What follows belongs to an exercise in optimizing a design on an open flow for small area and a short achievable clock period; a production flow would make more cautious choices.
The RTL was checked by simulation tests, not by an equivalence proof against the original design.

**flow/config.mk**
```make
export PLATFORM = sky130hd
export DESIGN_NAME = groove_sample_scheduler
export DESIGN_NICKNAME = groove_sample_scheduler
export VERILOG_FILES = /design/flow/design.v
export SDC_FILE = /design/flow/constraint.sdc
export NUM_CORES = 4
export LEC_CHECK = 0
export ABC_AREA = 1
export CAP_MARGIN = 20
export CORE_MARGIN = 2
export CORE_UTILIZATION = 40
export PLACE_DENSITY = 0.8
export SETUP_SLACK_MARGIN = 4.8
export SLEW_MARGIN = 20
export TNS_END_PERCENT = 10
```
**flow/constraint.sdc**
```tcl
create_clock -name core_clock -period 9.0 [get_ports {clk}]
set_input_delay 1.8000 -clock core_clock [delete_from_list [all_inputs] [get_ports {clk}]]
set_output_delay 1.8000 -clock core_clock [all_outputs]
set_load 0.01 [all_outputs]
```
**flow/design.v**
```verilog
module groove_sample_scheduler #(
    parameter int DEPTH = 4
) (
    input  logic        clk,
    input  logic        reset,
    input  logic        sync_start,
    input  logic [31:0] sig_time,
    input  logic        dir,
    input  logic [31:0] afll_ltr,
    input  logic [31:0] afll_rtl,
    input  logic        pos_valid,
    output logic        pos_ready,
    input  logic [15:0] pos_in,
    output logic        fire,
    output logic [31:0] fire_time,
    output logic        missed,
    output logic        busy
);
    localparam int AW = $clog2(DEPTH);
    localparam logic [AW:0] FULL = (AW+1)'(DEPTH);
    logic               started, st_m1, st_m2, st_wait, st_fire;
    logic               first, can_push;
    logic [15:0]        mem [DEPTH];
    logic [AW-1:0]      wr_ptr, rd_ptr;
    logic [AW:0]        count, count_nx;
    logic [31:0]        base, dur, durn, target;
    logic [5:0]         dg_nx;
    logic [2:0]         b_one, b_two, b_neg, b_one_n, b_two_n;
    logic               c5;
    logic               xg, yg;      
    logic [31:0]        cr;
    logic               push, pop, st_ready, hit, m1_nx, m2_nx, wait_nx, fire_nx;
    logic [15:0]        head;
    logic [3:0]         head_nx;
    logic [31:0]        x, y;
    logic [37:0]        r;
    logic signed [31:0] d;
    assign st_ready  = started && !(st_m1 || st_m2 || st_wait || st_fire);
    assign pos_ready = can_push && !sync_start;
    assign push      = pos_valid && pos_ready;
    assign pop       = st_ready && (count != 0) && !sync_start;
    assign fire      = st_fire;
    assign fire_time = target;
    assign head    = mem[rd_ptr];
    assign head_nx = (push && wr_ptr == rd_ptr) ? pos_in[3:0] : head[3:0];
    assign dg_nx   = st_m1 ? {~head[15], head[14:10]} : pop ? head[9:4] : {head_nx, 2'b00};
    assign x = xg ? target : 32'd0;
    assign y = yg ? base : 32'd0;
    assign dur = ~durn;    
    assign b_one = ~b_one_n;
    assign b_two = ~b_two_n;
    assign cr = c5 ? dur : 32'd0;
    wire pp1 = (((b_one[0] & dur[0])) ^ b_neg[0]);
    wire pp2 = (((b_one[0] & dur[1]) | (b_two[0] & dur[0])) ^ b_neg[0]);
    wire pp3 = (((b_one[0] & dur[2]) | (b_two[0] & dur[1])) ^ b_neg[0]);
    wire pp4 = (((b_one[0] & dur[3]) | (b_two[0] & dur[2])) ^ b_neg[0]);
    wire pp5 = (((b_one[0] & dur[4]) | (b_two[0] & dur[3])) ^ b_neg[0]);
    wire pp6 = (((b_one[0] & dur[5]) | (b_two[0] & dur[4])) ^ b_neg[0]);
    wire pp7 = (((b_one[0] & dur[6]) | (b_two[0] & dur[5])) ^ b_neg[0]);
    wire pp8 = (((b_one[0] & dur[7]) | (b_two[0] & dur[6])) ^ b_neg[0]);
    wire pp9 = (((b_one[0] & dur[8]) | (b_two[0] & dur[7])) ^ b_neg[0]);
    wire pp10 = (((b_one[0] & dur[9]) | (b_two[0] & dur[8])) ^ b_neg[0]);
    wire pp11 = (((b_one[0] & dur[10]) | (b_two[0] & dur[9])) ^ b_neg[0]);
    wire pp12 = (((b_one[0] & dur[11]) | (b_two[0] & dur[10])) ^ b_neg[0]);
    wire pp13 = (((b_one[0] & dur[12]) | (b_two[0] & dur[11])) ^ b_neg[0]);
    wire pp14 = (((b_one[0] & dur[13]) | (b_two[0] & dur[12])) ^ b_neg[0]);
    wire pp15 = (((b_one[0] & dur[14]) | (b_two[0] & dur[13])) ^ b_neg[0]);
    wire pp16 = (((b_one[0] & dur[15]) | (b_two[0] & dur[14])) ^ b_neg[0]);
    wire pp17 = (((b_one[0] & dur[16]) | (b_two[0] & dur[15])) ^ b_neg[0]);
    wire pp18 = (((b_one[0] & dur[17]) | (b_two[0] & dur[16])) ^ b_neg[0]);
    wire pp19 = (((b_one[0] & dur[18]) | (b_two[0] & dur[17])) ^ b_neg[0]);
    wire pp20 = (((b_one[0] & dur[19]) | (b_two[0] & dur[18])) ^ b_neg[0]);
    wire pp21 = (((b_one[0] & dur[20]) | (b_two[0] & dur[19])) ^ b_neg[0]);
    wire pp22 = (((b_one[0] & dur[21]) | (b_two[0] & dur[20])) ^ b_neg[0]);
    wire pp23 = (((b_one[0] & dur[22]) | (b_two[0] & dur[21])) ^ b_neg[0]);
    wire pp24 = (((b_one[0] & dur[23]) | (b_two[0] & dur[22])) ^ b_neg[0]);
    wire pp25 = (((b_one[0] & dur[24]) | (b_two[0] & dur[23])) ^ b_neg[0]);
    wire pp26 = (((b_one[0] & dur[25]) | (b_two[0] & dur[24])) ^ b_neg[0]);
    wire pp27 = (((b_one[0] & dur[26]) | (b_two[0] & dur[25])) ^ b_neg[0]);
    wire pp28 = (((b_one[0] & dur[27]) | (b_two[0] & dur[26])) ^ b_neg[0]);
    wire pp29 = (((b_one[0] & dur[28]) | (b_two[0] & dur[27])) ^ b_neg[0]);
    wire pp30 = (((b_one[0] & dur[29]) | (b_two[0] & dur[28])) ^ b_neg[0]);
    wire pp31 = (((b_one[0] & dur[30]) | (b_two[0] & dur[29])) ^ b_neg[0]);
    wire pp32 = (((b_one[0] & dur[31]) | (b_two[0] & dur[30])) ^ b_neg[0]);
    wire pp33 = (((b_two[0] & dur[31])) ^ b_neg[0]);
    wire pp34 = (((b_one[1] & dur[0])) ^ b_neg[1]);
    wire pp35 = (((b_one[1] & dur[1]) | (b_two[1] & dur[0])) ^ b_neg[1]);
    wire pp36 = (((b_one[1] & dur[2]) | (b_two[1] & dur[1])) ^ b_neg[1]);
    wire pp37 = (((b_one[1] & dur[3]) | (b_two[1] & dur[2])) ^ b_neg[1]);
    wire pp38 = (((b_one[1] & dur[4]) | (b_two[1] & dur[3])) ^ b_neg[1]);
    wire pp39 = (((b_one[1] & dur[5]) | (b_two[1] & dur[4])) ^ b_neg[1]);
    wire pp40 = (((b_one[1] & dur[6]) | (b_two[1] & dur[5])) ^ b_neg[1]);
    wire pp41 = (((b_one[1] & dur[7]) | (b_two[1] & dur[6])) ^ b_neg[1]);
    wire pp42 = (((b_one[1] & dur[8]) | (b_two[1] & dur[7])) ^ b_neg[1]);
    wire pp43 = (((b_one[1] & dur[9]) | (b_two[1] & dur[8])) ^ b_neg[1]);
    wire pp44 = (((b_one[1] & dur[10]) | (b_two[1] & dur[9])) ^ b_neg[1]);
    wire pp45 = (((b_one[1] & dur[11]) | (b_two[1] & dur[10])) ^ b_neg[1]);
    wire pp46 = (((b_one[1] & dur[12]) | (b_two[1] & dur[11])) ^ b_neg[1]);
    wire pp47 = (((b_one[1] & dur[13]) | (b_two[1] & dur[12])) ^ b_neg[1]);
    wire pp48 = (((b_one[1] & dur[14]) | (b_two[1] & dur[13])) ^ b_neg[1]);
    wire pp49 = (((b_one[1] & dur[15]) | (b_two[1] & dur[14])) ^ b_neg[1]);
    wire pp50 = (((b_one[1] & dur[16]) | (b_two[1] & dur[15])) ^ b_neg[1]);
    wire pp51 = (((b_one[1] & dur[17]) | (b_two[1] & dur[16])) ^ b_neg[1]);
    wire pp52 = (((b_one[1] & dur[18]) | (b_two[1] & dur[17])) ^ b_neg[1]);
    wire pp53 = (((b_one[1] & dur[19]) | (b_two[1] & dur[18])) ^ b_neg[1]);
    wire pp54 = (((b_one[1] & dur[20]) | (b_two[1] & dur[19])) ^ b_neg[1]);
    wire pp55 = (((b_one[1] & dur[21]) | (b_two[1] & dur[20])) ^ b_neg[1]);
    wire pp56 = (((b_one[1] & dur[22]) | (b_two[1] & dur[21])) ^ b_neg[1]);
    wire pp57 = (((b_one[1] & dur[23]) | (b_two[1] & dur[22])) ^ b_neg[1]);
    wire pp58 = (((b_one[1] & dur[24]) | (b_two[1] & dur[23])) ^ b_neg[1]);
    wire pp59 = (((b_one[1] & dur[25]) | (b_two[1] & dur[24])) ^ b_neg[1]);
    wire pp60 = (((b_one[1] & dur[26]) | (b_two[1] & dur[25])) ^ b_neg[1]);
    wire pp61 = (((b_one[1] & dur[27]) | (b_two[1] & dur[26])) ^ b_neg[1]);
    wire pp62 = (((b_one[1] & dur[28]) | (b_two[1] & dur[27])) ^ b_neg[1]);
    wire pp63 = (((b_one[1] & dur[29]) | (b_two[1] & dur[28])) ^ b_neg[1]);
    wire pp64 = (((b_one[1] & dur[30]) | (b_two[1] & dur[29])) ^ b_neg[1]);
    wire pp65 = (((b_one[1] & dur[31]) | (b_two[1] & dur[30])) ^ b_neg[1]);
    wire pp66 = (((b_two[1] & dur[31])) ^ b_neg[1]);
    wire pp67 = (((b_one[2] & dur[0])) ^ b_neg[2]);
    wire pp68 = (((b_one[2] & dur[1]) | (b_two[2] & dur[0])) ^ b_neg[2]);
    wire pp69 = (((b_one[2] & dur[2]) | (b_two[2] & dur[1])) ^ b_neg[2]);
    wire pp70 = (((b_one[2] & dur[3]) | (b_two[2] & dur[2])) ^ b_neg[2]);
    wire pp71 = (((b_one[2] & dur[4]) | (b_two[2] & dur[3])) ^ b_neg[2]);
    wire pp72 = (((b_one[2] & dur[5]) | (b_two[2] & dur[4])) ^ b_neg[2]);
    wire pp73 = (((b_one[2] & dur[6]) | (b_two[2] & dur[5])) ^ b_neg[2]);
    wire pp74 = (((b_one[2] & dur[7]) | (b_two[2] & dur[6])) ^ b_neg[2]);
    wire pp75 = (((b_one[2] & dur[8]) | (b_two[2] & dur[7])) ^ b_neg[2]);
    wire pp76 = (((b_one[2] & dur[9]) | (b_two[2] & dur[8])) ^ b_neg[2]);
    wire pp77 = (((b_one[2] & dur[10]) | (b_two[2] & dur[9])) ^ b_neg[2]);
    wire pp78 = (((b_one[2] & dur[11]) | (b_two[2] & dur[10])) ^ b_neg[2]);
    wire pp79 = (((b_one[2] & dur[12]) | (b_two[2] & dur[11])) ^ b_neg[2]);
    wire pp80 = (((b_one[2] & dur[13]) | (b_two[2] & dur[12])) ^ b_neg[2]);
    wire pp81 = (((b_one[2] & dur[14]) | (b_two[2] & dur[13])) ^ b_neg[2]);
    wire pp82 = (((b_one[2] & dur[15]) | (b_two[2] & dur[14])) ^ b_neg[2]);
    wire pp83 = (((b_one[2] & dur[16]) | (b_two[2] & dur[15])) ^ b_neg[2]);
    wire pp84 = (((b_one[2] & dur[17]) | (b_two[2] & dur[16])) ^ b_neg[2]);
    wire pp85 = (((b_one[2] & dur[18]) | (b_two[2] & dur[17])) ^ b_neg[2]);
    wire pp86 = (((b_one[2] & dur[19]) | (b_two[2] & dur[18])) ^ b_neg[2]);
    wire pp87 = (((b_one[2] & dur[20]) | (b_two[2] & dur[19])) ^ b_neg[2]);
    wire pp88 = (((b_one[2] & dur[21]) | (b_two[2] & dur[20])) ^ b_neg[2]);
    wire pp89 = (((b_one[2] & dur[22]) | (b_two[2] & dur[21])) ^ b_neg[2]);
    wire pp90 = (((b_one[2] & dur[23]) | (b_two[2] & dur[22])) ^ b_neg[2]);
    wire pp91 = (((b_one[2] & dur[24]) | (b_two[2] & dur[23])) ^ b_neg[2]);
    wire pp92 = (((b_one[2] & dur[25]) | (b_two[2] & dur[24])) ^ b_neg[2]);
    wire pp93 = (((b_one[2] & dur[26]) | (b_two[2] & dur[25])) ^ b_neg[2]);
    wire pp94 = (((b_one[2] & dur[27]) | (b_two[2] & dur[26])) ^ b_neg[2]);
    wire pp95 = (((b_one[2] & dur[28]) | (b_two[2] & dur[27])) ^ b_neg[2]);
    wire pp96 = (((b_one[2] & dur[29]) | (b_two[2] & dur[28])) ^ b_neg[2]);
    wire pp97 = (((b_one[2] & dur[30]) | (b_two[2] & dur[29])) ^ b_neg[2]);
    wire pp98 = (((b_one[2] & dur[31]) | (b_two[2] & dur[30])) ^ b_neg[2]);
    wire pp99 = (((b_two[2] & dur[31])) ^ b_neg[2]);
    wire s100 = b_neg[0] ^ x[0];
    wire c101 = b_neg[0] & x[0];
    wire s102 = x[1] ^ c101 ^ pp2;
    wire c103 = (x[1] & c101) | (x[1] & pp2) | (c101 & pp2);
    wire s104 = b_neg[1] ^ x[2] ^ pp3;
    wire c105 = (b_neg[1] & x[2]) | (b_neg[1] & pp3) | (x[2] & pp3);
    wire s106 = pp34 ^ c103 ^ s104;
    wire c107 = (pp34 & c103) | (pp34 & s104) | (c103 & s104);
    wire s108 = x[3] ^ pp4 ^ pp35;
    wire c109 = (x[3] & pp4) | (x[3] & pp35) | (pp4 & pp35);
    wire s110 = c105 ^ s108;
    wire c111 = c105 & s108;
    wire s112 = b_neg[2] ^ x[4] ^ pp5;
    wire c113 = (b_neg[2] & x[4]) | (b_neg[2] & pp5) | (x[4] & pp5);
    wire s114 = pp36 ^ pp67 ^ c109;
    wire c115 = (pp36 & pp67) | (pp36 & c109) | (pp67 & c109);
    wire s116 = s112 ^ c111 ^ s114;
    wire c117 = (s112 & c111) | (s112 & s114) | (c111 & s114);
    wire s118 = x[5] ^ pp6 ^ pp37;
    wire c119 = (x[5] & pp6) | (x[5] & pp37) | (pp6 & pp37);
    wire s120 = pp68 ^ c113 ^ s118;
    wire c121 = (pp68 & c113) | (pp68 & s118) | (c113 & s118);
    wire s122 = c115 ^ s120;
    wire c123 = c115 & s120;
    wire s124 = x[6] ^ y[0] ^ cr[0];
    wire c125 = (x[6] & y[0]) | (x[6] & cr[0]) | (y[0] & cr[0]);
    wire s126 = pp7 ^ pp38 ^ pp69;
    wire c127 = (pp7 & pp38) | (pp7 & pp69) | (pp38 & pp69);
    wire s128 = s124 ^ c119 ^ s126;
    wire c129 = (s124 & c119) | (s124 & s126) | (c119 & s126);
    wire s130 = c121 ^ s128;
    wire c131 = c121 & s128;
    wire s132 = x[7] ^ y[1] ^ cr[1];
    wire c133 = (x[7] & y[1]) | (x[7] & cr[1]) | (y[1] & cr[1]);
    wire s134 = pp8 ^ pp39 ^ pp70;
    wire c135 = (pp8 & pp39) | (pp8 & pp70) | (pp39 & pp70);
    wire s136 = c125 ^ s132 ^ c127;
    wire c137 = (c125 & s132) | (c125 & c127) | (s132 & c127);
    wire s138 = s134 ^ s136 ^ c129;
    wire c139 = (s134 & s136) | (s134 & c129) | (s136 & c129);
    wire s140 = x[8] ^ y[2] ^ cr[2];
    wire c141 = (x[8] & y[2]) | (x[8] & cr[2]) | (y[2] & cr[2]);
    wire s142 = pp9 ^ pp40 ^ pp71;
    wire c143 = (pp9 & pp40) | (pp9 & pp71) | (pp40 & pp71);
    wire s144 = c133 ^ s140 ^ c135;
    wire c145 = (c133 & s140) | (c133 & c135) | (s140 & c135);
    wire s146 = s142 ^ c137 ^ s144;
    wire c147 = (s142 & c137) | (s142 & s144) | (c137 & s144);
    wire s148 = x[9] ^ y[3] ^ cr[3];
    wire c149 = (x[9] & y[3]) | (x[9] & cr[3]) | (y[3] & cr[3]);
    wire s150 = pp10 ^ pp41 ^ pp72;
    wire c151 = (pp10 & pp41) | (pp10 & pp72) | (pp41 & pp72);
    wire s152 = c141 ^ s148 ^ c143;
    wire c153 = (c141 & s148) | (c141 & c143) | (s148 & c143);
    wire s154 = s150 ^ c145 ^ s152;
    wire c155 = (s150 & c145) | (s150 & s152) | (c145 & s152);
    wire s156 = x[10] ^ y[4] ^ cr[4];
    wire c157 = (x[10] & y[4]) | (x[10] & cr[4]) | (y[4] & cr[4]);
    wire s158 = pp11 ^ pp42 ^ pp73;
    wire c159 = (pp11 & pp42) | (pp11 & pp73) | (pp42 & pp73);
    wire s160 = c149 ^ s156 ^ c151;
    wire c161 = (c149 & s156) | (c149 & c151) | (s156 & c151);
    wire s162 = s158 ^ c153 ^ s160;
    wire c163 = (s158 & c153) | (s158 & s160) | (c153 & s160);
    wire s164 = x[11] ^ y[5] ^ cr[5];
    wire c165 = (x[11] & y[5]) | (x[11] & cr[5]) | (y[5] & cr[5]);
    wire s166 = pp12 ^ pp43 ^ pp74;
    wire c167 = (pp12 & pp43) | (pp12 & pp74) | (pp43 & pp74);
    wire s168 = c157 ^ s164 ^ c159;
    wire c169 = (c157 & s164) | (c157 & c159) | (s164 & c159);
    wire s170 = s166 ^ c161 ^ s168;
    wire c171 = (s166 & c161) | (s166 & s168) | (c161 & s168);
    wire s172 = x[12] ^ y[6] ^ cr[6];
    wire c173 = (x[12] & y[6]) | (x[12] & cr[6]) | (y[6] & cr[6]);
    wire s174 = pp13 ^ pp44 ^ pp75;
    wire c175 = (pp13 & pp44) | (pp13 & pp75) | (pp44 & pp75);
    wire s176 = c165 ^ s172 ^ c167;
    wire c177 = (c165 & s172) | (c165 & c167) | (s172 & c167);
    wire s178 = s174 ^ c169 ^ s176;
    wire c179 = (s174 & c169) | (s174 & s176) | (c169 & s176);
    wire s180 = x[13] ^ y[7] ^ cr[7];
    wire c181 = (x[13] & y[7]) | (x[13] & cr[7]) | (y[7] & cr[7]);
    wire s182 = pp14 ^ pp45 ^ pp76;
    wire c183 = (pp14 & pp45) | (pp14 & pp76) | (pp45 & pp76);
    wire s184 = c173 ^ s180 ^ c175;
    wire c185 = (c173 & s180) | (c173 & c175) | (s180 & c175);
    wire s186 = s182 ^ c177 ^ s184;
    wire c187 = (s182 & c177) | (s182 & s184) | (c177 & s184);
    wire s188 = x[14] ^ y[8] ^ cr[8];
    wire c189 = (x[14] & y[8]) | (x[14] & cr[8]) | (y[8] & cr[8]);
    wire s190 = pp15 ^ pp46 ^ pp77;
    wire c191 = (pp15 & pp46) | (pp15 & pp77) | (pp46 & pp77);
    wire s192 = c181 ^ s188 ^ c183;
    wire c193 = (c181 & s188) | (c181 & c183) | (s188 & c183);
    wire s194 = s190 ^ c185 ^ s192;
    wire c195 = (s190 & c185) | (s190 & s192) | (c185 & s192);
    wire s196 = x[15] ^ y[9] ^ cr[9];
    wire c197 = (x[15] & y[9]) | (x[15] & cr[9]) | (y[9] & cr[9]);
    wire s198 = pp16 ^ pp47 ^ pp78;
    wire c199 = (pp16 & pp47) | (pp16 & pp78) | (pp47 & pp78);
    wire s200 = c189 ^ s196 ^ c191;
    wire c201 = (c189 & s196) | (c189 & c191) | (s196 & c191);
    wire s202 = s198 ^ c193 ^ s200;
    wire c203 = (s198 & c193) | (s198 & s200) | (c193 & s200);
    wire s204 = x[16] ^ y[10] ^ cr[10];
    wire c205 = (x[16] & y[10]) | (x[16] & cr[10]) | (y[10] & cr[10]);
    wire s206 = pp17 ^ pp48 ^ pp79;
    wire c207 = (pp17 & pp48) | (pp17 & pp79) | (pp48 & pp79);
    wire s208 = c197 ^ s204 ^ c199;
    wire c209 = (c197 & s204) | (c197 & c199) | (s204 & c199);
    wire s210 = s206 ^ c201 ^ s208;
    wire c211 = (s206 & c201) | (s206 & s208) | (c201 & s208);
    wire s212 = x[17] ^ y[11] ^ cr[11];
    wire c213 = (x[17] & y[11]) | (x[17] & cr[11]) | (y[11] & cr[11]);
    wire s214 = pp18 ^ pp49 ^ pp80;
    wire c215 = (pp18 & pp49) | (pp18 & pp80) | (pp49 & pp80);
    wire s216 = c205 ^ s212 ^ c207;
    wire c217 = (c205 & s212) | (c205 & c207) | (s212 & c207);
    wire s218 = s214 ^ c209 ^ s216;
    wire c219 = (s214 & c209) | (s214 & s216) | (c209 & s216);
    wire s220 = x[18] ^ y[12] ^ cr[12];
    wire c221 = (x[18] & y[12]) | (x[18] & cr[12]) | (y[12] & cr[12]);
    wire s222 = pp19 ^ pp50 ^ pp81;
    wire c223 = (pp19 & pp50) | (pp19 & pp81) | (pp50 & pp81);
    wire s224 = c213 ^ s220 ^ c215;
    wire c225 = (c213 & s220) | (c213 & c215) | (s220 & c215);
    wire s226 = s222 ^ c217 ^ s224;
    wire c227 = (s222 & c217) | (s222 & s224) | (c217 & s224);
    wire s228 = x[19] ^ y[13] ^ cr[13];
    wire c229 = (x[19] & y[13]) | (x[19] & cr[13]) | (y[13] & cr[13]);
    wire s230 = pp20 ^ pp51 ^ pp82;
    wire c231 = (pp20 & pp51) | (pp20 & pp82) | (pp51 & pp82);
    wire s232 = c221 ^ s228 ^ c223;
    wire c233 = (c221 & s228) | (c221 & c223) | (s228 & c223);
    wire s234 = s230 ^ c225 ^ s232;
    wire c235 = (s230 & c225) | (s230 & s232) | (c225 & s232);
    wire s236 = x[20] ^ y[14] ^ cr[14];
    wire c237 = (x[20] & y[14]) | (x[20] & cr[14]) | (y[14] & cr[14]);
    wire s238 = pp21 ^ pp52 ^ pp83;
    wire c239 = (pp21 & pp52) | (pp21 & pp83) | (pp52 & pp83);
    wire s240 = c229 ^ s236 ^ c231;
    wire c241 = (c229 & s236) | (c229 & c231) | (s236 & c231);
    wire s242 = s238 ^ c233 ^ s240;
    wire c243 = (s238 & c233) | (s238 & s240) | (c233 & s240);
    wire s244 = x[21] ^ y[15] ^ cr[15];
    wire c245 = (x[21] & y[15]) | (x[21] & cr[15]) | (y[15] & cr[15]);
    wire s246 = pp22 ^ pp53 ^ pp84;
    wire c247 = (pp22 & pp53) | (pp22 & pp84) | (pp53 & pp84);
    wire s248 = c237 ^ s244 ^ c239;
    wire c249 = (c237 & s244) | (c237 & c239) | (s244 & c239);
    wire s250 = s246 ^ c241 ^ s248;
    wire c251 = (s246 & c241) | (s246 & s248) | (c241 & s248);
    wire s252 = x[22] ^ y[16] ^ cr[16];
    wire c253 = (x[22] & y[16]) | (x[22] & cr[16]) | (y[16] & cr[16]);
    wire s254 = pp23 ^ pp54 ^ pp85;
    wire c255 = (pp23 & pp54) | (pp23 & pp85) | (pp54 & pp85);
    wire s256 = c245 ^ s252 ^ c247;
    wire c257 = (c245 & s252) | (c245 & c247) | (s252 & c247);
    wire s258 = s254 ^ c249 ^ s256;
    wire c259 = (s254 & c249) | (s254 & s256) | (c249 & s256);
    wire s260 = x[23] ^ y[17] ^ cr[17];
    wire c261 = (x[23] & y[17]) | (x[23] & cr[17]) | (y[17] & cr[17]);
    wire s262 = pp24 ^ pp55 ^ pp86;
    wire c263 = (pp24 & pp55) | (pp24 & pp86) | (pp55 & pp86);
    wire s264 = c253 ^ s260 ^ c255;
    wire c265 = (c253 & s260) | (c253 & c255) | (s260 & c255);
    wire s266 = s262 ^ c257 ^ s264;
    wire c267 = (s262 & c257) | (s262 & s264) | (c257 & s264);
    wire s268 = x[24] ^ y[18] ^ cr[18];
    wire c269 = (x[24] & y[18]) | (x[24] & cr[18]) | (y[18] & cr[18]);
    wire s270 = pp25 ^ pp56 ^ pp87;
    wire c271 = (pp25 & pp56) | (pp25 & pp87) | (pp56 & pp87);
    wire s272 = c261 ^ s268 ^ c263;
    wire c273 = (c261 & s268) | (c261 & c263) | (s268 & c263);
    wire s274 = s270 ^ c265 ^ s272;
    wire c275 = (s270 & c265) | (s270 & s272) | (c265 & s272);
    wire s276 = x[25] ^ y[19] ^ cr[19];
    wire c277 = (x[25] & y[19]) | (x[25] & cr[19]) | (y[19] & cr[19]);
    wire s278 = pp26 ^ pp57 ^ pp88;
    wire c279 = (pp26 & pp57) | (pp26 & pp88) | (pp57 & pp88);
    wire s280 = c269 ^ s276 ^ c271;
    wire c281 = (c269 & s276) | (c269 & c271) | (s276 & c271);
    wire s282 = s278 ^ c273 ^ s280;
    wire c283 = (s278 & c273) | (s278 & s280) | (c273 & s280);
    wire s284 = x[26] ^ y[20] ^ cr[20];
    wire c285 = (x[26] & y[20]) | (x[26] & cr[20]) | (y[20] & cr[20]);
    wire s286 = pp27 ^ pp58 ^ pp89;
    wire c287 = (pp27 & pp58) | (pp27 & pp89) | (pp58 & pp89);
    wire s288 = c277 ^ s284 ^ c279;
    wire c289 = (c277 & s284) | (c277 & c279) | (s284 & c279);
    wire s290 = s286 ^ c281 ^ s288;
    wire c291 = (s286 & c281) | (s286 & s288) | (c281 & s288);
    wire s292 = x[27] ^ y[21] ^ cr[21];
    wire c293 = (x[27] & y[21]) | (x[27] & cr[21]) | (y[21] & cr[21]);
    wire s294 = pp28 ^ pp59 ^ pp90;
    wire c295 = (pp28 & pp59) | (pp28 & pp90) | (pp59 & pp90);
    wire s296 = c285 ^ s292 ^ c287;
    wire c297 = (c285 & s292) | (c285 & c287) | (s292 & c287);
    wire s298 = s294 ^ c289 ^ s296;
    wire c299 = (s294 & c289) | (s294 & s296) | (c289 & s296);
    wire s300 = x[28] ^ y[22] ^ cr[22];
    wire c301 = (x[28] & y[22]) | (x[28] & cr[22]) | (y[22] & cr[22]);
    wire s302 = pp29 ^ pp60 ^ pp91;
    wire c303 = (pp29 & pp60) | (pp29 & pp91) | (pp60 & pp91);
    wire s304 = c293 ^ s300 ^ c295;
    wire c305 = (c293 & s300) | (c293 & c295) | (s300 & c295);
    wire s306 = s302 ^ c297 ^ s304;
    wire c307 = (s302 & c297) | (s302 & s304) | (c297 & s304);
    wire s308 = x[29] ^ y[23] ^ cr[23];
    wire c309 = (x[29] & y[23]) | (x[29] & cr[23]) | (y[23] & cr[23]);
    wire s310 = pp30 ^ pp61 ^ pp92;
    wire c311 = (pp30 & pp61) | (pp30 & pp92) | (pp61 & pp92);
    wire s312 = c301 ^ s308 ^ c303;
    wire c313 = (c301 & s308) | (c301 & c303) | (s308 & c303);
    wire s314 = s310 ^ c305 ^ s312;
    wire c315 = (s310 & c305) | (s310 & s312) | (c305 & s312);
    wire s316 = x[30] ^ y[24] ^ cr[24];
    wire c317 = (x[30] & y[24]) | (x[30] & cr[24]) | (y[24] & cr[24]);
    wire s318 = pp31 ^ pp62 ^ pp93;
    wire c319 = (pp31 & pp62) | (pp31 & pp93) | (pp62 & pp93);
    wire s320 = c309 ^ s316 ^ c311;
    wire c321 = (c309 & s316) | (c309 & c311) | (s316 & c311);
    wire s322 = s318 ^ c313 ^ s320;
    wire c323 = (s318 & c313) | (s318 & s320) | (c313 & s320);
    wire s324 = x[31] ^ y[25] ^ cr[25];
    wire c325 = (x[31] & y[25]) | (x[31] & cr[25]) | (y[25] & cr[25]);
    wire s326 = pp32 ^ pp63 ^ pp94;
    wire c327 = (pp32 & pp63) | (pp32 & pp94) | (pp63 & pp94);
    wire s328 = c317 ^ s324 ^ c319;
    wire c329 = (c317 & s324) | (c317 & c319) | (s324 & c319);
    wire s330 = s326 ^ c321 ^ s328;
    wire c331 = (s326 & c321) | (s326 & s328) | (c321 & s328);
    wire s332 = y[26] ^ cr[26] ^ pp33;
    wire c333 = (y[26] & cr[26]) | (y[26] & pp33) | (cr[26] & pp33);
    wire s334 = pp64 ^ pp95 ^ c325;
    wire c335 = (pp64 & pp95) | (pp64 & c325) | (pp95 & c325);
    wire s336 = c327 ^ s332 ^ s334;
    wire c337 = (c327 & s332) | (c327 & s334) | (s332 & s334);
    wire s338 = c329 ^ s336;
    wire c339 = c329 & s336;
    wire s340 = 1'b1 ^ ~b_neg[0] ^ y[27];
    wire c341 = (1'b1 & ~b_neg[0]) | (1'b1 & y[27]) | (~b_neg[0] & y[27]);
    wire s342 = cr[27] ^ pp65 ^ pp96;
    wire c343 = (cr[27] & pp65) | (cr[27] & pp96) | (pp65 & pp96);
    wire s344 = s340 ^ c333 ^ c335;
    wire c345 = (s340 & c333) | (s340 & c335) | (c333 & c335);
    wire s346 = s342 ^ s344 ^ c337;
    wire c347 = (s342 & s344) | (s342 & c337) | (s344 & c337);
    wire s348 = 1'b1 ^ y[28] ^ cr[28];
    wire c349 = (1'b1 & y[28]) | (1'b1 & cr[28]) | (y[28] & cr[28]);
    wire s350 = pp66 ^ pp97 ^ c341;
    wire c351 = (pp66 & pp97) | (pp66 & c341) | (pp97 & c341);
    wire s352 = s348 ^ c343 ^ s350;
    wire c353 = (s348 & c343) | (s348 & s350) | (c343 & s350);
    wire s354 = c345 ^ s352;
    wire c355 = c345 & s352;
    wire s356 = ~b_neg[1] ^ y[29] ^ cr[29];
    wire c357 = (~b_neg[1] & y[29]) | (~b_neg[1] & cr[29]) | (y[29] & cr[29]);
    wire s358 = pp98 ^ c349 ^ s356;
    wire c359 = (pp98 & c349) | (pp98 & s356) | (c349 & s356);
    wire s360 = c351 ^ s358 ^ c353;
    wire c361 = (c351 & s358) | (c351 & c353) | (s358 & c353);
    wire s362 = 1'b1 ^ y[30] ^ cr[30];
    wire c363 = (1'b1 & y[30]) | (1'b1 & cr[30]) | (y[30] & cr[30]);
    wire s364 = pp99 ^ c357 ^ s362;
    wire c365 = (pp99 & c357) | (pp99 & s362) | (c357 & s362);
    wire s366 = c359 ^ s364;
    wire c367 = c359 & s364;
    wire s368 = ~b_neg[2] ^ y[31] ^ cr[31];
    wire s369 = c363 ^ s368 ^ c365;
    wire g370 = pp1 & s100;
    wire g371 = s102 & 1'b0;
    wire g372 = s106 & 1'b0;
    wire g373 = c107 & s110;
    wire g374 = s116 & 1'b0;
    wire g375 = c117 & s122;
    wire g376 = c123 & s130;
    wire g377 = c131 & s138;
    wire g378 = c139 & s146;
    wire g379 = c147 & s154;
    wire g380 = c155 & s162;
    wire g381 = c163 & s170;
    wire g382 = c171 & s178;
    wire g383 = c179 & s186;
    wire g384 = c187 & s194;
    wire g385 = c195 & s202;
    wire g386 = c203 & s210;
    wire g387 = c211 & s218;
    wire g388 = c219 & s226;
    wire g389 = c227 & s234;
    wire g390 = c235 & s242;
    wire g391 = c243 & s250;
    wire g392 = c251 & s258;
    wire g393 = c259 & s266;
    wire g394 = c267 & s274;
    wire g395 = c275 & s282;
    wire g396 = c283 & s290;
    wire g397 = c291 & s298;
    wire g398 = c299 & s306;
    wire g399 = c307 & s314;
    wire g400 = c315 & s322;
    wire g401 = c323 & s330;
    wire g402 = c331 & s338;
    wire g403 = c339 & s346;
    wire g404 = c347 & s354;
    wire g405 = c355 & s360;
    wire g406 = c361 & s366;
    wire g407 = c367 & s369;
    wire p408 = pp1 ^ s100;
    wire p409 = s102 ^ 1'b0;
    wire p410 = s106 ^ 1'b0;
    wire p411 = c107 ^ s110;
    wire p412 = s116 ^ 1'b0;
    wire p413 = c117 ^ s122;
    wire p414 = c123 ^ s130;
    wire p415 = c131 ^ s138;
    wire p416 = c139 ^ s146;
    wire p417 = c147 ^ s154;
    wire p418 = c155 ^ s162;
    wire p419 = c163 ^ s170;
    wire p420 = c171 ^ s178;
    wire p421 = c179 ^ s186;
    wire p422 = c187 ^ s194;
    wire p423 = c195 ^ s202;
    wire p424 = c203 ^ s210;
    wire p425 = c211 ^ s218;
    wire p426 = c219 ^ s226;
    wire p427 = c227 ^ s234;
    wire p428 = c235 ^ s242;
    wire p429 = c243 ^ s250;
    wire p430 = c251 ^ s258;
    wire p431 = c259 ^ s266;
    wire p432 = c267 ^ s274;
    wire p433 = c275 ^ s282;
    wire p434 = c283 ^ s290;
    wire p435 = c291 ^ s298;
    wire p436 = c299 ^ s306;
    wire p437 = c307 ^ s314;
    wire p438 = c315 ^ s322;
    wire p439 = c323 ^ s330;
    wire p440 = c331 ^ s338;
    wire p441 = c339 ^ s346;
    wire p442 = c347 ^ s354;
    wire p443 = c355 ^ s360;
    wire p444 = c361 ^ s366;
    wire p445 = c367 ^ s369;
    wire g446 = g371 | (p409 & g370);
    wire p447 = p409 & p408;
    wire g448 = g373 | (p411 & g372);
    wire p449 = p411 & p410;
    wire g450 = g375 | (p413 & g374);
    wire p451 = p413 & p412;
    wire g452 = g377 | (p415 & g376);
    wire p453 = p415 & p414;
    wire g454 = g379 | (p417 & g378);
    wire p455 = p417 & p416;
    wire g456 = g381 | (p419 & g380);
    wire p457 = p419 & p418;
    wire g458 = g383 | (p421 & g382);
    wire p459 = p421 & p420;
    wire g460 = g385 | (p423 & g384);
    wire p461 = p423 & p422;
    wire g462 = g387 | (p425 & g386);
    wire p463 = p425 & p424;
    wire g464 = g389 | (p427 & g388);
    wire p465 = p427 & p426;
    wire g466 = g391 | (p429 & g390);
    wire p467 = p429 & p428;
    wire g468 = g393 | (p431 & g392);
    wire p469 = p431 & p430;
    wire g470 = g395 | (p433 & g394);
    wire p471 = p433 & p432;
    wire g472 = g397 | (p435 & g396);
    wire p473 = p435 & p434;
    wire g474 = g399 | (p437 & g398);
    wire p475 = p437 & p436;
    wire g476 = g401 | (p439 & g400);
    wire p477 = p439 & p438;
    wire g478 = g403 | (p441 & g402);
    wire p479 = p441 & p440;
    wire g480 = g405 | (p443 & g404);
    wire p481 = p443 & p442;
    wire g482 = g407 | (p445 & g406);
    wire p483 = p445 & p444;
    wire g484 = g372 | (p410 & g446);
    wire p485 = p410 & p447;
    wire g486 = g448 | (p449 & g446);
    wire p487 = p449 & p447;
    wire g488 = g376 | (p414 & g450);
    wire p489 = p414 & p451;
    wire g490 = g452 | (p453 & g450);
    wire p491 = p453 & p451;
    wire g492 = g380 | (p418 & g454);
    wire p493 = p418 & p455;
    wire g494 = g456 | (p457 & g454);
    wire p495 = p457 & p455;
    wire g496 = g384 | (p422 & g458);
    wire p497 = p422 & p459;
    wire g498 = g460 | (p461 & g458);
    wire p499 = p461 & p459;
    wire g500 = g388 | (p426 & g462);
    wire p501 = p426 & p463;
    wire g502 = g464 | (p465 & g462);
    wire p503 = p465 & p463;
    wire g504 = g392 | (p430 & g466);
    wire p505 = p430 & p467;
    wire g506 = g468 | (p469 & g466);
    wire p507 = p469 & p467;
    wire g508 = g396 | (p434 & g470);
    wire p509 = p434 & p471;
    wire g510 = g472 | (p473 & g470);
    wire p511 = p473 & p471;
    wire g512 = g400 | (p438 & g474);
    wire p513 = p438 & p475;
    wire g514 = g476 | (p477 & g474);
    wire p515 = p477 & p475;
    wire g516 = g404 | (p442 & g478);
    wire p517 = p442 & p479;
    wire g518 = g480 | (p481 & g478);
    wire p519 = p481 & p479;
    wire g520 = g374 | (p412 & g486);
    wire p521 = p412 & p487;
    wire g522 = g450 | (p451 & g486);
    wire p523 = p451 & p487;
    wire g524 = g488 | (p489 & g486);
    wire p525 = p489 & p487;
    wire g526 = g490 | (p491 & g486);
    wire p527 = p491 & p487;
    wire g528 = g382 | (p420 & g494);
    wire p529 = p420 & p495;
    wire g530 = g458 | (p459 & g494);
    wire p531 = p459 & p495;
    wire g532 = g496 | (p497 & g494);
    wire p533 = p497 & p495;
    wire g534 = g498 | (p499 & g494);
    wire p535 = p499 & p495;
    wire g536 = g390 | (p428 & g502);
    wire p537 = p428 & p503;
    wire g538 = g466 | (p467 & g502);
    wire p539 = p467 & p503;
    wire g540 = g504 | (p505 & g502);
    wire p541 = p505 & p503;
    wire g542 = g506 | (p507 & g502);
    wire p543 = p507 & p503;
    wire g544 = g398 | (p436 & g510);
    wire p545 = p436 & p511;
    wire g546 = g474 | (p475 & g510);
    wire p547 = p475 & p511;
    wire g548 = g512 | (p513 & g510);
    wire p549 = p513 & p511;
    wire g550 = g514 | (p515 & g510);
    wire p551 = p515 & p511;
    wire g552 = g406 | (p444 & g518);
    wire p553 = p444 & p519;
    wire g554 = g482 | (p483 & g518);
    wire p555 = p483 & p519;
    wire g556 = g378 | (p416 & g526);
    wire p557 = p416 & p527;
    wire g558 = g454 | (p455 & g526);
    wire p559 = p455 & p527;
    wire g560 = g492 | (p493 & g526);
    wire p561 = p493 & p527;
    wire g562 = g494 | (p495 & g526);
    wire p563 = p495 & p527;
    wire g564 = g528 | (p529 & g526);
    wire p565 = p529 & p527;
    wire g566 = g530 | (p531 & g526);
    wire p567 = p531 & p527;
    wire g568 = g532 | (p533 & g526);
    wire p569 = p533 & p527;
    wire g570 = g534 | (p535 & g526);
    wire p571 = p535 & p527;
    wire g572 = g394 | (p432 & g542);
    wire p573 = p432 & p543;
    wire g574 = g470 | (p471 & g542);
    wire p575 = p471 & p543;
    wire g576 = g508 | (p509 & g542);
    wire p577 = p509 & p543;
    wire g578 = g510 | (p511 & g542);
    wire p579 = p511 & p543;
    wire g580 = g544 | (p545 & g542);
    wire p581 = p545 & p543;
    wire g582 = g546 | (p547 & g542);
    wire p583 = p547 & p543;
    wire g584 = g548 | (p549 & g542);
    wire p585 = p549 & p543;
    wire g586 = g550 | (p551 & g542);
    wire p587 = p551 & p543;
    wire g588 = g386 | (p424 & g570);
    wire p589 = p424 & p571;
    wire g590 = g462 | (p463 & g570);
    wire p591 = p463 & p571;
    wire g592 = g500 | (p501 & g570);
    wire p593 = p501 & p571;
    wire g594 = g502 | (p503 & g570);
    wire p595 = p503 & p571;
    wire g596 = g536 | (p537 & g570);
    wire p597 = p537 & p571;
    wire g598 = g538 | (p539 & g570);
    wire p599 = p539 & p571;
    wire g600 = g540 | (p541 & g570);
    wire p601 = p541 & p571;
    wire g602 = g542 | (p543 & g570);
    wire p603 = p543 & p571;
    wire g604 = g572 | (p573 & g570);
    wire p605 = p573 & p571;
    wire g606 = g574 | (p575 & g570);
    wire p607 = p575 & p571;
    wire g608 = g576 | (p577 & g570);
    wire p609 = p577 & p571;
    wire g610 = g578 | (p579 & g570);
    wire p611 = p579 & p571;
    wire g612 = g580 | (p581 & g570);
    wire p613 = p581 & p571;
    wire g614 = g582 | (p583 & g570);
    wire p615 = p583 & p571;
    wire g616 = g584 | (p585 & g570);
    wire p617 = p585 & p571;
    wire g618 = g586 | (p587 & g570);
    wire p619 = p587 & p571;
    wire g620 = g402 | (p440 & g618);
    wire p621 = p440 & p619;
    wire g622 = g478 | (p479 & g618);
    wire p623 = p479 & p619;
    wire g624 = g516 | (p517 & g618);
    wire p625 = p517 & p619;
    wire g626 = g518 | (p519 & g618);
    wire p627 = p519 & p619;
    wire g628 = g552 | (p553 & g618);
    wire p629 = p553 & p619;
    wire g630 = g554 | (p555 & g618);
    wire p631 = p555 & p619;
    assign r[0] = p408;
    assign r[1] = p409 ^ g370;
    assign r[2] = p410 ^ g446;
    assign r[3] = p411 ^ g484;
    assign r[4] = p412 ^ g486;
    assign r[5] = p413 ^ g520;
    assign r[6] = p414 ^ g522;
    assign r[7] = p415 ^ g524;
    assign r[8] = p416 ^ g526;
    assign r[9] = p417 ^ g556;
    assign r[10] = p418 ^ g558;
    assign r[11] = p419 ^ g560;
    assign r[12] = p420 ^ g562;
    assign r[13] = p421 ^ g564;
    assign r[14] = p422 ^ g566;
    assign r[15] = p423 ^ g568;
    assign r[16] = p424 ^ g570;
    assign r[17] = p425 ^ g588;
    assign r[18] = p426 ^ g590;
    assign r[19] = p427 ^ g592;
    assign r[20] = p428 ^ g594;
    assign r[21] = p429 ^ g596;
    assign r[22] = p430 ^ g598;
    assign r[23] = p431 ^ g600;
    assign r[24] = p432 ^ g602;
    assign r[25] = p433 ^ g604;
    assign r[26] = p434 ^ g606;
    assign r[27] = p435 ^ g608;
    assign r[28] = p436 ^ g610;
    assign r[29] = p437 ^ g612;
    assign r[30] = p438 ^ g614;
    assign r[31] = p439 ^ g616;
    assign r[32] = p440 ^ g618;
    assign r[33] = p441 ^ g620;
    assign r[34] = p442 ^ g622;
    assign r[35] = p443 ^ g624;
    assign r[36] = p444 ^ g626;
    assign r[37] = p445 ^ g628;
    assign d   = sig_time - target;
    assign hit = !d[31];
    assign count_nx = sync_start ? '0 : count + (AW+1)'(push) - (AW+1)'(pop);
    assign m1_nx    = pop;
    assign m2_nx    = st_m1 && !sync_start;
    assign wait_nx  = (st_m2 || (st_wait && !hit)) && !sync_start;
    assign fire_nx  = st_wait && hit && !sync_start;
    always_ff @(posedge clk)
        if (push) mem[wr_ptr] <= pos_in;
    always_ff @(posedge clk) begin
        if (sync_start) begin
            base <= sig_time;
            durn <= ~(dir ? afll_rtl : afll_ltr);
        end
        if (!(st_wait || st_fire)) target <= r[37:6];
        for (int j = 0; j < 3; j++) begin
            b_neg[j]   <= dg_nx[2*j+1];
            b_one_n[j] <= !(dg_nx[2*j] ^ (j == 0 ? 1'b0 : dg_nx[2*j-1]));
            b_two_n[j] <= !(dg_nx[2*j+1] ? !(dg_nx[2*j] || (j == 0 ? 1'b0 : dg_nx[2*j-1]))
                                         : (dg_nx[2*j] && (j == 0 ? 1'b0 : dg_nx[2*j-1])));
        end
        c5 <= dg_nx[5];
        first <= st_m2;
    end
    always_ff @(posedge clk or posedge reset) begin
        if (reset) begin
            started  <= 1'b0;
            can_push <= 1'b0;
            st_m1    <= 1'b0;
            st_m2    <= 1'b0;
            st_wait  <= 1'b0;
            st_fire  <= 1'b0;
            xg       <= 1'b0;
            yg       <= 1'b0;
            missed   <= 1'b0;
            busy     <= 1'b0;
            wr_ptr   <= '0;
            rd_ptr   <= '0;
            count    <= '0;
        end else begin
            started  <= started || sync_start;
            can_push <= sync_start || (started && !(!pop && (count == FULL
                                                             || (count == FULL - 1 && push))));
            count    <= count_nx;
            st_m1    <= m1_nx;
            st_m2    <= m2_nx;
            st_wait  <= wait_nx;
            st_fire  <= fire_nx;
            xg       <= m1_nx || m2_nx;
            yg       <= m2_nx;
            busy     <= !sync_start && (push || count != 0 || st_m1 || st_m2 || st_wait);
            missed   <= st_wait && hit && !sync_start && first && (sig_time != target);
            if (sync_start) begin
                wr_ptr <= '0;
                rd_ptr <= '0;
            end else begin
                if (push) wr_ptr <= wr_ptr + 1'b1;
                if (st_m1) rd_ptr <= rd_ptr + 1'b1;
            end
        end
    end
endmodule
```
**flow/flow/run.sh**
```bash
#!/bin/bash
# The standard layout (the standard.sh: ORFS synthesis, floorplan, power grid,
# placement, CTS and routing) with two changes:
#  - synthesis skips the generic ABC pass that Yosys's synth runs before the adder
#    extraction (SYNTH_ARGS=-noabc), so the full adders are extracted from the RTL's own
#    adder tree without inverters between them; the liberty-mapped ABC pass still runs,
#    and the registers are the same as the standard synthesis's;
#  - the port buffers are inserted as buf_1 cells rather than the larger cell the
#    resizer picks by default; timing repair still resizes them as needed.
set -euo pipefail
export SYNTH_ARGS="-noabc"
export BUFFER_PORTS_ARGS="-buffer_cell sky130_fd_sc_hd__buf_1"
bash standard.sh > standard.log 2>&1
```
**flow/standard.sh**
```bash
#!/bin/bash
# synth_recipe.tcl (not shown) runs the flow's synth.tcl, then flattens the netlist and writes it again
# the make line also repeats each setting of config.mk as NAME=value (left out here)
make -C /OpenROAD-flow-scripts/flow DESIGN_CONFIG=/design/flow/config.mk WORK_HOME=/design/flow/orfs CLKGATE_MAP_FILE= SYNTH_SCRIPT=/design/flow/synth_recipe.tcl "${@:-finish}"
```
==> flow_summary.json, run 1 <==
{
  "synthFlopType": "edfxtp_1",
  "setup_viol": 0,
  "antennaDiodeCount": 0,
  "std_cell_rows": 69,
  "rsz0062_at_grt": "true",
  "worst_pin_slew_ns": 0.978,
  "drv_slew": 0,
  "overflow": 0,
  "yosysUniqueCellTypes": 47,
  "cap_viol_max_count": 0,
  "postRouteAntennaNets": 0,
  "cp_data_required_time_ns": 9.22,
  "synth_area_per_cell_um2": 10.2,
  "start_util": 0.403,
  "m1WireLength_um": 15300,
  "regArea_um2": 5430,
  "highest_layer": "met4",
  "fp.dieW_um": 193,
  "route.met2.wl_um": 18900,
  "clk_pin_slew_ns": 0.08,
  "synth_edf_count": 160,
  "synth_nets": 1717,
  "critical_path_buf_inv_count": 1,
  "grt_pass1_vias": 10800,
  "outcome": "finished clean",
  "layout_common_cells": "nand2_1 (193), inv_1 (164), edfxtp_1 (160)",
  "wl_um": 39000,
  "cts_tree": "yes",
  "path_class": "reg2reg",
  "cp_cell_sequence": "buf_4, o22ai_2, xor2_1, fa_2, fa_1, fa_2, ha_4, a21oi_1, o21ai_1, a21oi_2, nand2_4, nand2_2, nand2_2, fa_2, xor2_1",
  "synth_seq_area_share": 0.380,
  "grt_pass1_wl_um": 58000,
  "drive_gt1_frac": 0.142,
  "hold_class": "reg2reg",
  "wl_met3_um": 3520,
  "drc": 0,
  "clk_path_buf_depth": 2,
  "die_h_um": 193,
  "grt_max_degree": 75,
  "synthCells": 1388,
  "cp.arrival_ns": 4.38,
  "multiInputGateArea_um2": 8360,
  "antenna_found_initial": 0,
  "hpwl_um": 26100,
  "cp_top_family": "adder cells",
  "gp_congestion": 0.887,
  "io_pins": 153,
  "drt_iter0_markers": 876,
  "vias": 11100,
  "portBuffers": 152,
  "final_core_util": 0.480,
  "max_freq_ghz": 0.240,
  "critPathCaptureType": "flop",
  "firstDrtPassIters": 6,
  "max_slew_margin": 0.347,
  "areaGrowthSynthToFinish_pct": 19.3,
  "ctsHoldBuffers": 0,
  "crit_fanout": 7,
  "post-route-period-util": 0.462,
  "setup_tns_ns": 0,
  "crit_path_max_incr_delay_ns": 0.58,
  "post_drt_wl_per_cell_um": 19.1,
  "grtUsageTotal": 0.208,
  "ys.warnings.count": 1,
  "core_area_um2": 35300,
  "htree_levels": 4,
  "nNetsFinal": 1901,
  "die_area_um2": 37100,
  "ys_async_sr_fraction": 0.0860,
  "slowest_stage": "fa_2",
  "fin_worst_skew_ns": 0.0193,
  "fillers": 3059,
  "cts_buffers": 17,
  "cpMostUsedCell": "fa_2",
  "clkSinkCount": 186,
  "vias_per_cell": 5.43,
  "startpoint_type": "flop",
  "final_common_cell": "nand2_1",
  "ys_ff_latch": 186,
  "synthesis.area_um2": 14200,
  "hold_viol_final": 0,
  "cts.root.buffer_cell": "clkbuf_16",
  "period_minus_slack_ns": 4.16,
  "clk_latency_ns": 0.47
}
==> worst register-to-register path, cell delays in order, from the launching register on <==
cell	delay [ns]
edfxtp_1	0.54
buf_4	0.22
o22ai_2	0.14
xor2_1	0.14
fa_2	0.42
fa_1	0.51
fa_2	0.58
ha_4	0.22
a21oi_1	0.12
o21ai_1	0.11
a21oi_2	0.17
nand2_4	0.13
nand2_2	0.08
nand2_2	0.06
fa_2	0.34
xor2_1	0.14
==> flip-flops by register name, summed over array words and instances (netlist names), 2 cells and up <==
register	flops
mem	64
base	32
durn	32
target	32
b_neg	3
b_one_n	3
b_two_n	3
count	3
rd_ptr	2
wr_ptr	2
==> routing by layer <==
layer / up-vias / GRT usage
met4: 0 / 0.0760
met2: 569 / 0.348
li1: 5016 / -
met3: 87 / 0.0513
met1: 5442 / 0.262
met5: - / 0
==> worst paths after layout <==
path	end	cells after the start	slack [ns]	startpoint
worst max-delay path	target[27]$_DFFE_PN_	15	4.84	durn[11]$_DFFE_PP_
worst min-delay path	missed$_DFF_PP0_	2	0.46	first$_DFF_P_
worst max register to register	target[27]$_DFFE_PN_	15	4.84	durn[11]$_DFFE_PP_
worst min register to register	missed$_DFF_PP0_	2	0.46	first$_DFF_P_
max in group asynchronous	rd_ptr[0]$_DFFE_PP0P_	2	7.23	reset
min in group asynchronous	st_fire$_DFF_PP0_	2	1.37	reset
==> cell type report <==
cell class                 count  area share
multi-input combinational    967       0.493
sequential                   186       0.320
timing repair buffer         225      0.0804
inverter                     174      0.0387
tap                          461      0.0340
clock buffer                  20      0.0258
clock inverter                12     0.00753
timing repair inverter         1    0.000443
==> synth_stat cells, types with 2 or more instances <==
| master | count | area share |
|---|---|---|
| a211oi_1 | 2 | 0.0011 |
| o21bai_1 | 4 | 0.0021 |
| clkbuf_1 | 34 | 0.0090 |
| nand3_2 | 2 | 0.0014 |
| o221ai_1 | 5 | 0.0031 |
| o22ai_1 | 100 | 0.044 |
| xnor2_1 | 8 | 0.0049 |
| ha_1 | 84 | 0.074 |
| xor2_1 | 116 | 0.071 |
| nand3b_1 | 2 | 0.0011 |
| nor2_1 | 112 | 0.030 |
| dfxtp_1 | 10 | 0.014 |
| nand2_1 | 200 | 0.053 |
| a22o_1 | 2 | 0.0012 |
| a21oi_1 | 50 | 0.018 |
| nand2_2 | 9 | 0.0040 |
| o21ai_0 | 40 | 0.014 |
| o211ai_1 | 2 | 0.0011 |
| fa_1 | 128 | 0.18 |
| mux2i_1 | 32 | 0.023 |
| a31oi_1 | 2 | 0.00088 |
| o21ai_1 | 12 | 0.0042 |
| o21a_1 | 2 | 0.0011 |
| buf_1 | 3 | 0.00079 |
| nand3_1 | 25 | 0.0088 |
| buf_2 | 21 | 0.0074 |
| inv_1 | 166 | 0.044 |
| buf_6 | 2 | 0.0016 |
| nor4_1 | 3 | 0.0013 |
| inv_2 | 7 | 0.0018 |
| nor3_1 | 7 | 0.0025 |
| nand4_1 | 4 | 0.0018 |
| or2_2 | 4 | 0.0018 |
| edfxtp_1 | 160 | 0.34 |
| dfrtp_1 | 16 | 0.028 |
==> timing repair <==
item | in CTS | in global routing
buffers inserted | 39 | 21
gates resized for setup | 54 | 72
endpoints found under the setup margin | 32 | 22
pin swaps | 6 | 28
cloned | 3 | 1
==> through the flow <==
stage	setup WS [ns]	cell area (µm²)	hold WS [ns]	std cells
finish	4.84	17000	0.459	2046
detailed placement	3.29	15200	0.443	1950
floorplan	4.80	14200	0.342	1388
CTS	4.83	16400	0.457	2024
global route	4.68	17000	0.500	2046
global placement	3.41	15200	0.437	1950
==> cells by family (layout without fill, tap and decap cells) <==
kind of cell	after synthesis	in the layout	synth area share
AO/OA/AOI/OAI	228	228	0.0952
multiplexers	32	32	0.0225
adder cells (fa/ha/maj)	212	212	0.254
flip-flops	186	186	0.380
buffers and inverters	235	432	0.0652
XOR/XNOR	124	124	0.0764
AND/OR/NAND/NOR	371	371	0.106
==> inputs of run 2 (changes only) <==
--- a/flow/config.mk
+++ b/flow/config.mk
@@ -12,3 +12,3 @@
 export PLACE_DENSITY = 0.8
-export SETUP_SLACK_MARGIN = 4.8
+export SETUP_SLACK_MARGIN = 4.95
 export SLEW_MARGIN = 20
==> run 2 against run 1 <==
Net effect: still clean; count of clock-buffer cells in the layout decreased by 2; final cell count about the same; non-clock buffer count increased by 3; die area stayed put; via count grew 1.8%; clock skew shrank 0.0038 ns; critical path type unchanged.
==> flow_summary.json, run 2 <==
{
  "synth_seq_area_share": 0.380,
  "ys.warnings.count": 1,
  "crit_fanout": 7,
  "setup_tns_ns": 0,
  "clk_pin_slew_ns": 0.08,
  "clk_path_buf_depth": 2,
  "wl_um": 40400,
  "fp.dieW_um": 193,
  "cap_viol_max_count": 0,
  "cts.root.buffer_cell": "clkbuf_16",
  "post_drt_wl_per_cell_um": 19.7,
  "cts_tree": "yes",
  "start_util": 0.403,
  "outcome": "finished clean",
  "grt_max_degree": 75,
  "worst_pin_slew_ns": 0.998,
  "period_minus_slack_ns": 4.20,
  "yosys.area.top_type_share": 0.338,
  "reg2reg_slack_ns": 4.80,
  "hold_viol_final": 0,
  "setup_viol": 0,
  "startpoint_type": "flop",
  "cts_buffers": 17,
  "vias": 11300,
  "rr_startpoint": "durn[4]$_DFFE_PP_",
  "critPathCaptureType": "flop",
  "worst_r2r_path_depth": 20,
  "gp_congestion": 0.924,
  "largest_register_ffs": 64,
  "die_area_um2": 37100,
  "synthCells": 1388,
  "vias_per_cell": 5.53,
  "nNetsFinal": 1903,
  "die_h_um": 193,
  "dpl_worst_slack_ns": 3.59,
  "synthFlopType": "edfxtp_1",
  "clkSinkCount": 186,
  "grt_pass1_vias": 11100,
  "drt_iter0_markers": 1061,
  "portBuffers": 152,
  "top_register": "mem",
  "max_slew_margin": 0.334,
  "max_freq_ghz": 0.238,
  "cp_data_required_time_ns": 9.20,
  "rsz0062_at_grt": "true",
  "min_to": "missed$_DFF_PP0_",
  "io_pins": 153,
  "ys_ff_latch": 186,
  "synth_common_cells": "nand2_1 (200), inv_1 (166), edfxtp_1 (160)",
  "drc": 0,
  "synth.most_common_cell": "nand2_1",
  "reg2reg_to": "target[13]$_DFFE_PN_",
  "synthesis.area_um2": 14200,
  "antenna_found_initial": 0,
  "layout_common_cells": "nand2_1 (195), inv_1 (165), edfxtp_1 (160)",
  "firstDrtPassIters": 7,
  "whs_path_depth": 2,
  "yosysUniqueCellTypes": 47,
  "synth_area_per_cell_um2": 10.2,
  "min-delay-start": "first$_DFF_P_",
  "path_class": "reg2reg",
  "clk_latency_ns": 0.45,
  "grtUsageTotal": 0.209,
  "fin_worst_skew_ns": 0.0154,
  "synth_area_leaders": "edfxtp_1 (34%), fa_1 (18%), ha_1 (7.4%)",
  "htree_levels": 4,
  "ys_async_sr_fraction": 0.0860,
  "grt_pass1_wl_um": 58700,
  "synth_edf_count": 160,
  "synth_nets": 1717,
  "final_common_cell": "nand2_1",
  "dpl-instance-area_um2": 15200,
  "postRouteAntennaNets": 0,
  "areaGrowthSynthToFinish_pct": 20.3,
  "hpwl_um": 26400,
  "drv_slew": 0,
  "overflow": 0,
  "core_area_um2": 35300,
  "cp.arrival_ns": 4.41,
  "final_cell_area_um2": 17100,
  "hold_class": "reg2reg",
  "antennaDiodeCount": 0,
  "drive_gt1_frac": 0.152,
  "setup_ws_ns": 4.80,
  "post-route-period-util": 0.467,
  "std_cell_rows": 69,
  "synth_top_cell_by_area": "edfxtp_1"
}
## run 2: critical path: stages (launching register included)
cell and delay [ns]:
edfxtp_1 0.58, o22ai_2 0.19, xor2_2 0.18, fa_2 0.39, fa_2 0.47, fa_2 0.61, ha_4 0.22, nand2_4 0.07
nor2_2 0.04, a211oi_2 0.21, nand2_2 0.13, nand2_2 0.09, nand2_4 0.09, buf_8 0.16, buf_6 0.13, nand2_4 0.07
nand2_4 0.05, nand2_2 0.07, nand2_1 0.05, nand2_1 0.06, nand2_1 0.06
## run 2: area by class of cell
cell class / count / area [µm²]
clock buffers: 18 / 429
clock inverters: 14 / 133
fillers: 3040 / 18200
repair buffers: 228 / 1390
flip-flops and latches: 186 / 5430
inverters: 174 / 657
multi-input cells: 967 / 8480
well taps: 461 / 577
## run 2: worst max-delay path by stage
| stage | start | end | slack, ns | depth (start not counted) |
|---|---|---|---|---|
| 6_report | durn[4]$_DFFE_PP_ | target[13]$_DFFE_PN_ | 4.80 | 20 |
| 5_1_grt | durn[3]$_DFFE_PP_ | target[13]$_DFFE_PN_ | 4.66 | 20 |
| 4_1_cts | durn[5]$_DFFE_PP_ | target[11]$_DFFE_PN_ | 4.87 | 15 |
| 3_5_place_dp | b_neg[2]$_DFF_P_ | target[27]$_DFFE_PN_ | 3.59 | 15 |
| 3_3_place_gp | b_neg[2]$_DFF_P_ | target[27]$_DFFE_PN_ | 3.78 | 15 |
| 2_1_floorplan | b_one_n[2]$_DFF_P_ | target[27]$_DFFE_PN_ | 4.95 | 16 |
## run 2: through the flow
step / util / std cells / hold slack [ns]
floorplan: - / 1388 / 0.342
global placement: 0.431 / 1950 / 0.434
detailed placement: 0.431 / 1950 / 0.438
CTS: 0.469 / 2021 / 0.451
global route: 0.484 / 2048 / 0.458
finish: 0.484 / 2048 / 0.456
## run 2: logic make-up after synthesis
logic type / synth area share
buf+inv: 0.0652
simple gates: 0.106
compound gates: 0.0952
xor+xnor: 0.0764
flops: 0.380
mux: 0.0225
fa+ha+maj: 0.254
## run 2: what timing repair did
action                     in CTS  in global routing
setup endpoints to repair      33                 30
pin swaps                      17                 23
hold buffers                    0                  0
gates resized for setup        82                 60
setup buffers                  38                 25
gates cloned                    1                  1
## run 2: per-layer routing
metal	GRT usage	wire length, µm	vias to the layer above
li1	-	-	5020
met5	0	0	-
met3	0.0406	3580	110
met4	0.0658	1460	0
met2	0.361	19900	650
met1	0.263	15500	5539

==> what the ideal ports hide <==
The flow's constraints put no driver on any port. The routed layouts listed below were extracted and timed again, unchanged, in two steps.
Step 1, drivers: a clkbuf_16 drives clk and a buf_2 each remaining input, both assumed.
Step 2, shift: input delay + t, output delay - t, t = (earliest + latest rising clock arrival at the registers) / 2. This alone moves slack from input paths to output paths.
a / b / c = ideal / step 1 / step 2; a / b = the first two.
| run | t (ns) | setup WS [ns] | worst setup path at the end |
|---|---|---|---|
| run 1 | 0.502 | 4.841 / 4.803 / 4.471 | input to register |
| run 2 | 0.490 | 4.795 / 4.787 / 4.456 | input to register |
After both steps every run listed still meets setup and hold. The setup slack of run 1, which loses most, moves by -0.038 ns with the drivers and by -0.370 ns with both steps.
